This design comes from an exercise in tuning for small area, a short achievable clock period and few clock cycles per item on the open sky130 flow, not from production work. Only simulation tests tie the RTL to the original design; equivalence was not proved.

Design loeffler_dct_8, start of the top module:
module loeffler_dct_8 (
    input  wire logic    clock,
    input  wire logic    nreset,
    input  wire dct_pkg::sample_t fetch_data,
    output dct_pkg::bin_t         fetch_addr,
    output dct_pkg::result_t      result,
    output logic         frame_done
);
    logic [8:0] p;
    logic       run;                 
    wire  [8:0] np = nreset ? 9'd1 : {p[7:0], p[8]};
    always_ff @(posedge clock) begin
        p <= np;
        if (nreset)
            run <= 1'b0;
        else if (p[8])
            run <= 1'b1;
    end
    assign frame_done = p[8];
    always_comb begin
        fetch_addr = 3'd5;
        if (p[0]) fetch_addr = 3'd0;
        if (p[1]) fetch_addr = 3'd7;
        if (p[2]) fetch_addr = 3'd3;
        if (p[3]) fetch_addr = 3'd4;
        if (p[4]) fetch_addr = 3'd1;
        if (p[5]) fetch_addr = 3'd6;
        if (p[6]) fetch_addr = 3'd2;
    end
    wire signed [7:0] x = fetch_data;
    logic signed [7:0] h;
    logic signed [8:0] k;
    logic signed [8:0] d;
    logic signed [9:0] ea, eb;
    wire esum = p[4] || p[8];
  ...
Size in the first run: roughly 1,500 cells after synthesis, roughly 34 I/O pins, ~16,000 sq um of cells after synthesis.
==> flow/config.mk <==
export PLATFORM = sky130hd
export DESIGN_NAME = loeffler_dct_8
export DESIGN_NICKNAME = loeffler_dct_8
export VERILOG_FILES = /design/flow/design.v
export SDC_FILE = /design/flow/constraint.sdc
export NUM_CORES = 4
export LEC_CHECK = 0
export CAP_MARGIN = 20
export CORE_MARGIN = 2
export CORE_UTILIZATION = 60
export SETUP_SLACK_MARGIN = 4.0
export SLEW_MARGIN = 20
==> flow/constraint.sdc <==
create_clock -name core_clock -period 8.5 [get_ports {clock}]
set_input_delay 1.7000 -clock core_clock [delete_from_list [all_inputs] [get_ports {clock}]]
set_output_delay 1.7000 -clock core_clock [all_outputs]
set_load 0.01 [all_outputs]
run.sh (not shown) runs the stock make flow with config.mk's settings and CLKGATE_MAP_FILE= SYNTH_SCRIPT=/design/flow/synth_recipe.tcl, a recipe that flattens the netlist after the stock synthesis.
Testbench counts at the start, summed over its fixed seeds: cycles 3,528, frames 384.
Next try:
- CORE_UTILIZATION: 60 -> 55
- SETUP_SLACK_MARGIN: 4.0 -> 4.5
Result: The changed run went through all stages and came out clean. Wire length grows by 2.4%. Core utilization shrinks by 4.6 points. Hold slack improves by 0.012 ns. Critical path depth stays the same. Synthesized cell count does not change.
Next try:
- CORE_UTILIZATION: 55 -> 60
- TNS_END_PERCENT: default -> 5
Hold slack is worse by 0.030 ns.
Die area goes down by 8.2%.
Cell area goes down by 6.1%.
Setup slack is better by 0.039 ns.
Fmax goes up by 0.82%.
Via count goes down by 2.9%.
Routed wire length goes down by 9.5%.

* * *

v57:
The RTL this note starts from:
==> flow/design.v <==
`default_nettype none
package dct_pkg;
    typedef logic signed [7:0]  sample_t;     
    typedef logic signed [15:0] word_t;       
    typedef logic        [8:0]  coeff_t;      
    typedef logic        [2:0]  coeff_sel_t;
    typedef logic        [4:0]  spad_addr_t;  
    typedef logic        [5:0]  step_t;
    typedef logic        [2:0]  bin_t;        
    typedef struct packed {
        logic       wr_from_mul;   
        logic       wr_en;
        logic       wr_out;        
        spad_addr_t wr_addr;
        coeff_sel_t coeff_sel;
        logic       op2_from_mul;
        logic       op1_from_mul;
        logic       neg_op2;
        logic       neg_op1;
        logic       latch_op1;
        logic       rd_spad;       
        spad_addr_t rd_addr;
    } ucode_t;
    typedef struct packed {
        logic  valid;
        bin_t  index;
        word_t data;
    } result_t;
endpackage
`default_nettype wire
`default_nettype none
module loeffler_dct_8 (
    input  wire logic    clock,
    input  wire logic    nreset,
    input  wire dct_pkg::sample_t fetch_data,
    output dct_pkg::bin_t         fetch_addr,
    output dct_pkg::result_t      result,
    output logic         frame_done
);
    localparam int T = 11;           
    localparam int OFF1  = 1;        
    localparam int OFF2  = 6;        
    localparam int OFF3M = 8;        
    localparam int OFF3  = 9;        
    localparam int OFF4  = 12;       
    localparam int OFFO  = 13;       
    logic [3:0] ph;                  
    logic       run;                 
    wire  [3:0] nph = (nreset || ph == 4'(T - 1)) ? 4'd0 : ph + 4'd1;
    always_ff @(posedge clock) begin
        ph <= nph;
        if (nreset)
            run <= 1'b0;
        else if (ph == 4'(T - 1))
            run <= 1'b1;
    end
    assign frame_done = (ph == 4'(T - 1));
    always_comb begin
        case (ph)
            4'd0:    fetch_addr = 3'd0;
            4'd1:    fetch_addr = 3'd3;
            4'd2:    fetch_addr = 3'd1;
            4'd3:    fetch_addr = 3'd2;
            4'd4:    fetch_addr = 3'd7;
            4'd5:    fetch_addr = 3'd4;
            4'd6:    fetch_addr = 3'd6;
            default: fetch_addr = 3'd5;
        endcase
    end
    localparam logic [3:0] TT  = 4'(T);
    localparam logic [3:0] O1  = 4'(OFF1 % T);
    localparam logic [3:0] O2  = 4'(OFF2 % T);
    localparam logic [3:0] O3M = 4'(OFF3M % T);
    localparam logic [3:0] O3  = 4'(OFF3 % T);
    localparam logic [3:0] O4  = 4'(OFF4 % T);
    localparam logic [3:0] OO  = 4'(OFFO % T);
    wire [3:0] q1  = (nph >= O1)  ? nph - O1  : nph + (TT - O1);
    wire [3:0] q2  = (nph >= O2)  ? nph - O2  : nph + (TT - O2);
    wire [3:0] q3m = (nph >= O3M) ? nph - O3M : nph + (TT - O3M);
    wire [3:0] q3  = (nph >= O3)  ? nph - O3  : nph + (TT - O3);
    wire [3:0] q4  = (nph >= O4)  ? nph - O4  : nph + (TT - O4);
    wire [3:0] qo  = (ph >= OO)  ? ph - OO  : ph + (TT - OO);
    logic sec1, ga2, gb2, sec2, swp2, g91, gr3, sec3, w3ld, w3rd, sec4, id4, m4;
    always_ff @(posedge clock) begin
        sec1  <= (q1[3:2] == 2'b01);             
        ga2   <= (q2[3:1] == 3'b010);            
        gb2   <= (q2[3:1] == 3'b011);            
        sec2  <= !q2[3] && q2[0];
        swp2  <= (q2 == 4'd5);
        g91   <= (q3m == 4'd0) || (q3m == 4'd2);
        gr3   <= (q3m == 4'd1) || (q3m == 4'd3);
        sec3  <= !q3[3] && q3[1];
        w3ld  <= (q3 == 4'd1);
        w3rd  <= (q3 == 4'd3);
        sec4  <= !q4[3] && q4[0];
        id4   <= (q4 == 4'd4) || (q4 == 4'd5);
        m4    <= (q4 == 4'd6) || (q4 == 4'd7);
    end
    wire  signed [7:0] xr = fetch_data;
    logic signed [8:0] f1 [4];
    logic signed [8:0] r1;
    wire signed [8:0] fa1 = f1[3];
    wire signed [8:0] a1 = fa1 + xr;
    wire signed [8:0] b1 = fa1 - xr;
    always_ff @(posedge clock) begin
        f1[3] <= f1[2];
        f1[2] <= f1[1];
        f1[1] <= f1[0];
        f1[0] <= sec1 ? b1 : 9'(xr);
        r1    <= sec1 ? a1 : fa1;
    end
    wire signed [8:0] v2 = r1;
    wire gi2 = !(ga2 || gb2);
    logic signed [9:0] f2;
    logic signed [9:0] w2;
    logic signed [9:0] r2;
    wire signed [18:0] w2v = 19'(v2);
    wire signed [18:0] a2_full =
          (w2v <<< 8)
        - (ga2 ? (w2v <<< 5) : 19'sd0)
        - (ga2 ? (w2v <<< 3) : gb2 ? (w2v <<< 2) : 19'sd0)
        - (ga2 ? (w2v <<< 1) : 19'sd0)
        - (gi2 ? 19'sd0 : w2v)
        - (sec2 ? (19'(w2) <<< 8) : 19'sd0);
    wire signed [18:0] b2_full =
          (sec2 ? (19'(f2) <<< 8) : 19'sd0)
        - (gi2 ? (w2v <<< 8) : ga2 ? (w2v <<< 7) : (w2v <<< 5))
        - (ga2 ? (w2v <<< 3) : gb2 ? (w2v <<< 4) : 19'sd0)
        - (ga2 ? (w2v <<< 2) : 19'sd0)
        - (gi2 ? 19'sd0 : (w2v <<< 1))
        + 19'sd255;
    wire signed [9:0] a2 = a2_full[17:8];
    wire signed [9:0] b2 = b2_full[17:8];
    always_ff @(posedge clock) begin
        f2 <= (sec2 && !swp2) ? b2 : a2;
        if (!sec2) w2 <= b2;
        r2 <= sec2 ? (swp2 ? b2 : a2) : f2;
    end
    wire signed [9:0] v3 = r2;
    wire gi3 = !(g91 || gr3);
    wire signed [19:0] w3v = 20'(v3);
    wire signed [19:0] c91 = g91 ? 20'sd2 : 20'sd0;
    wire signed [19:0] pa3_full =
          (gi3 ? (w3v <<< 8) : (w3v <<< 7))
        + (g91 ? ~(w3v <<< 5) : gr3 ? (w3v <<< 4) : 20'sd0)
        - (gi3 ? 20'sd0 : (w3v <<< 2))
        - (gi3 ? 20'sd0 : w3v)
        + (g91 ? 20'sd1 : 20'sd0);
    wire signed [19:0] pb3_full =
          (g91 ? (w3v <<< 7) : (w3v <<< 8))
        + (gr3 ? (w3v <<< 6) : g91 ? ~(w3v <<< 5) : 20'sd0)
        + (gr3 ? (w3v <<< 4) : g91 ? ~(w3v <<< 2) : 20'sd0)
        - (gr3 ? (w3v <<< 1) : g91 ? w3v : 20'sd0)
        + c91;
    logic signed [9:0]  pa3;
    logic signed [10:0] pb3;
    always_ff @(posedge clock) begin
        pa3 <= pa3_full[17:8];
        pb3 <= pb3_full[18:8];
    end
    logic signed [10:0] f3 [2];
    logic signed [10:0] w3;
    logic signed [10:0] r3;
    wire signed [10:0] fa3 = f3[1];
    wire signed [10:0] pb3f = w3rd ? w3 : fa3;
    wire signed [10:0] a3 = pa3 + pb3f;
    wire signed [10:0] b3 = fa3 - pb3;
    always_ff @(posedge clock) begin
        f3[1] <= f3[0];
        f3[0] <= sec3 ? b3 : 11'(pa3);
        if (w3ld) w3 <= pb3;
        r3 <= sec3 ? a3 : fa3;
    end
    wire signed [10:0] v4 = r3;
    wire signed [19:0] w4v = 20'(v4);
    wire signed [19:0] k362 = (w4v <<< 8) + (w4v <<< 6) + (w4v <<< 5) + (w4v <<< 3) + (w4v <<< 1);
    wire signed [11:0] pa4 = m4 ? 12'(k362[19:8]) : 12'(v4);
    logic signed [11:0] f4;
    logic signed [11:0] r4;
    wire signed [11:0] a4 = f4 + v4;
    wire signed [11:0] b4 = f4 - v4;
    always_ff @(posedge clock) begin
        if (!sec4)
            f4 <= pa4;
        else if (id4)
            f4 <= b4;
        if (!sec4)
            r4 <= f4;
        else if (id4)
            r4 <= a4;
        else
            r4 <= pa4;
    end
    logic       rvalid;
    logic [2:0] ridx;
    always_ff @(posedge clock) begin
        rvalid <= run && !qo[3] && !nreset;
        case (qo[2:0])
            3'd0:    ridx <= 3'd2;
            3'd1:    ridx <= 3'd0;
            3'd2:    ridx <= 3'd6;
            3'd3:    ridx <= 3'd4;
            3'd4:    ridx <= 3'd1;
            3'd5:    ridx <= 3'd7;
            3'd6:    ridx <= 3'd5;
            default: ridx <= 3'd3;
        endcase
    end
    assign result.valid = rvalid;
    assign result.index = ridx;
    assign result.data  = 16'(r4);
endmodule
`default_nettype wire
export LEC_CHECK = 0
export CAP_MARGIN = 20
export CORE_MARGIN = 2
export CORE_UTILIZATION = 55
export SETUP_SLACK_MARGIN = 4.5
export SLEW_MARGIN = 20
create_clock -name core_clock -period 8.5 [get_ports {clock}]
standard.sh (not shown) runs the stock make flow with config.mk's settings and CLKGATE_MAP_FILE= SYNTH_SCRIPT=/design/flow/synth_recipe.tcl, a recipe that flattens the netlist after the stock synthesis.
==> flow/flow/run.sh <==
#!/bin/bash
# The standard layout (standard.sh), with ORFS's adder cell mapping
# (ADDER_MAP_FILE, the extract_fa step) switched off, so that abc maps the
# adders together with the rest of the logic. Everything else, synthesis
# included, is the standard flow. The whole output goes to standard.log.
set -o pipefail
export ADDER_MAP_FILE=
bash standard.sh > standard.log 2>&1
v57 closes out successfully: all stages finished, all timing, DRC and antenna checks passed.
Testbench counts of v57, summed over its fixed seeds: cycles 4,312, frames 384.
Inputs modified between v57 and v34:
Settings: changing CORE_UTILIZATION from 55 to 70.
==> flow/run.sh (new file) <==
#!/bin/bash
# synth_recipe.tcl (not shown) runs the flow's synth.tcl, then flattens the netlist and writes it again
# the make line also repeats each setting of config.mk as NAME=value (left out here)
make -C /OpenROAD-flow-scripts/flow DESIGN_CONFIG=/design/flow/config.mk WORK_HOME=/design/flow/orfs CLKGATE_MAP_FILE= SYNTH_SCRIPT=/design/flow/synth_recipe.tcl finish
removed: flow/flow/run.sh
removed: flow/standard.sh
### Flow results
- Summary: sum of net half-perimeters after detailed placement, v34 better than v57
- Row proportion of layout cells with a drive suffix above 1: v34 lower / v57 higher
- Row met3 wirelength from detailed routing: v34 lower / v57 higher
- Comparing v34 against v57, there is no change at all in accumulated negative setup slack.
- From v57 to v34 the numbers moved as follows: worst-case setup margin in the final layout fell by 0.36 ns, final standard cell count with taps included and fillers excluded fell by 18%, global-route usage rose by 1.4 points.
- Compared with v57, in v34 core utilization now larger; number of global-route vias before repair now smaller.
What v43 does differently from v34 at the input level:
Settings: CORE_UTILIZATION: 70 -> 55; ABC_CLOCK_PERIOD_IN_PS: unset -> 4000.
Notes after the runs:
- v43 went all the way through synthesis, placement and routing and the layout is clean on timing, DRC and antenna.
- Diff v34 -> v43: worst hold margin now larger; cell area after layout now smaller; total number of placement rows now larger; largest driver fanout on the critical path now smaller.
- Of v43 and v34, the run reporting the higher non-clock buffering overhead in the final layout was v34.
- Non-clock buffer count went down by more than 10% going from v34 to v43.
- v43 vs v34 — synthesis-to-layout area growth dropped 0.91 points.
Modified inputs, v25 compared to v43
Settings: CORE_UTILIZATION: 55 -> 40.
[summary]
Delta(wire length the detailed router placed on met1, v25 - v43) < 0. Going from v43 to v25, routed wire length shrank by a few percent. v43 fits on a die that is smaller than the die of v25. Going from v43 to v25, well-tap cell count increased 142, final cell count moved up. In the metrics for v43 and v25, the one carrying the lower number of non-clock buffers in the layout is v43. The higher count of placed standard cells including taps came out of v25. Measured against v25, the area of the core region of v43 comes out at 0.73 times the reference value. Comparing v25 against v43, there is no change at all in number of ordinary inverters in the final layout. Re core occupancy in the finished layout: v25 is 17 points down on v43.

## port drivers added, routing unchanged
The results above use ideal ports. As a check the final layouts listed here were re-extracted and re-timed, cells and wires unchanged. Step 1 sets driving cells, clkbuf_16 on the clock port and buf_2 on the other inputs (assumed; they add their load-dependent delay and slew). Step 2 times the ports against the registers' clock, not the clock port: input delays grow and output delays shrink by t, the midpoint of the rising clock arrivals with the driver on. Slacks: ideal / step 1 / step 2; pairs: ideal / step 1.
| run | t (ns) | setup slack, ns | hold WS [ns] | clock arrival spread, ns |
|---|---|---|---|---|
| the first run of note 1 | 0.475 | 3.679 / 3.679 / 3.679 | 0.446 / 0.446 / 0.446 | 0.015 / 0.015 |
| the second run of note 1 | 0.487 | 3.693 / 3.693 / 3.693 | 0.458 / 0.458 / 0.458 | 0.011 / 0.011 |
| the third run of note 1 | 0.477 | 3.731 / 3.731 / 3.571 | 0.428 / 0.428 / 0.428 | 0.020 / 0.019 |
| v57 | 0.502 | 4.306 / 4.306 / 4.081 | 0.328 / 0.328 / 0.328 | 0.020 / 0.020 |
| v34 | 0.491 | 3.941 / 3.941 / 3.941 | 0.316 / 0.316 / 0.316 | 0.019 / 0.019 |
| v43 | 0.500 | 4.063 / 4.063 / 4.063 | 0.327 / 0.327 / 0.327 | 0.011 / 0.011 |
| v25 | 0.497 | 4.013 / 4.013 / 4.013 | 0.320 / 0.320 / 0.320 | 0.014 / 0.013 |
After both steps every run listed still meets setup and hold. The setup slack of v57, which loses most, moves by 0.000 ns with the drivers and by -0.225 ns with both steps.
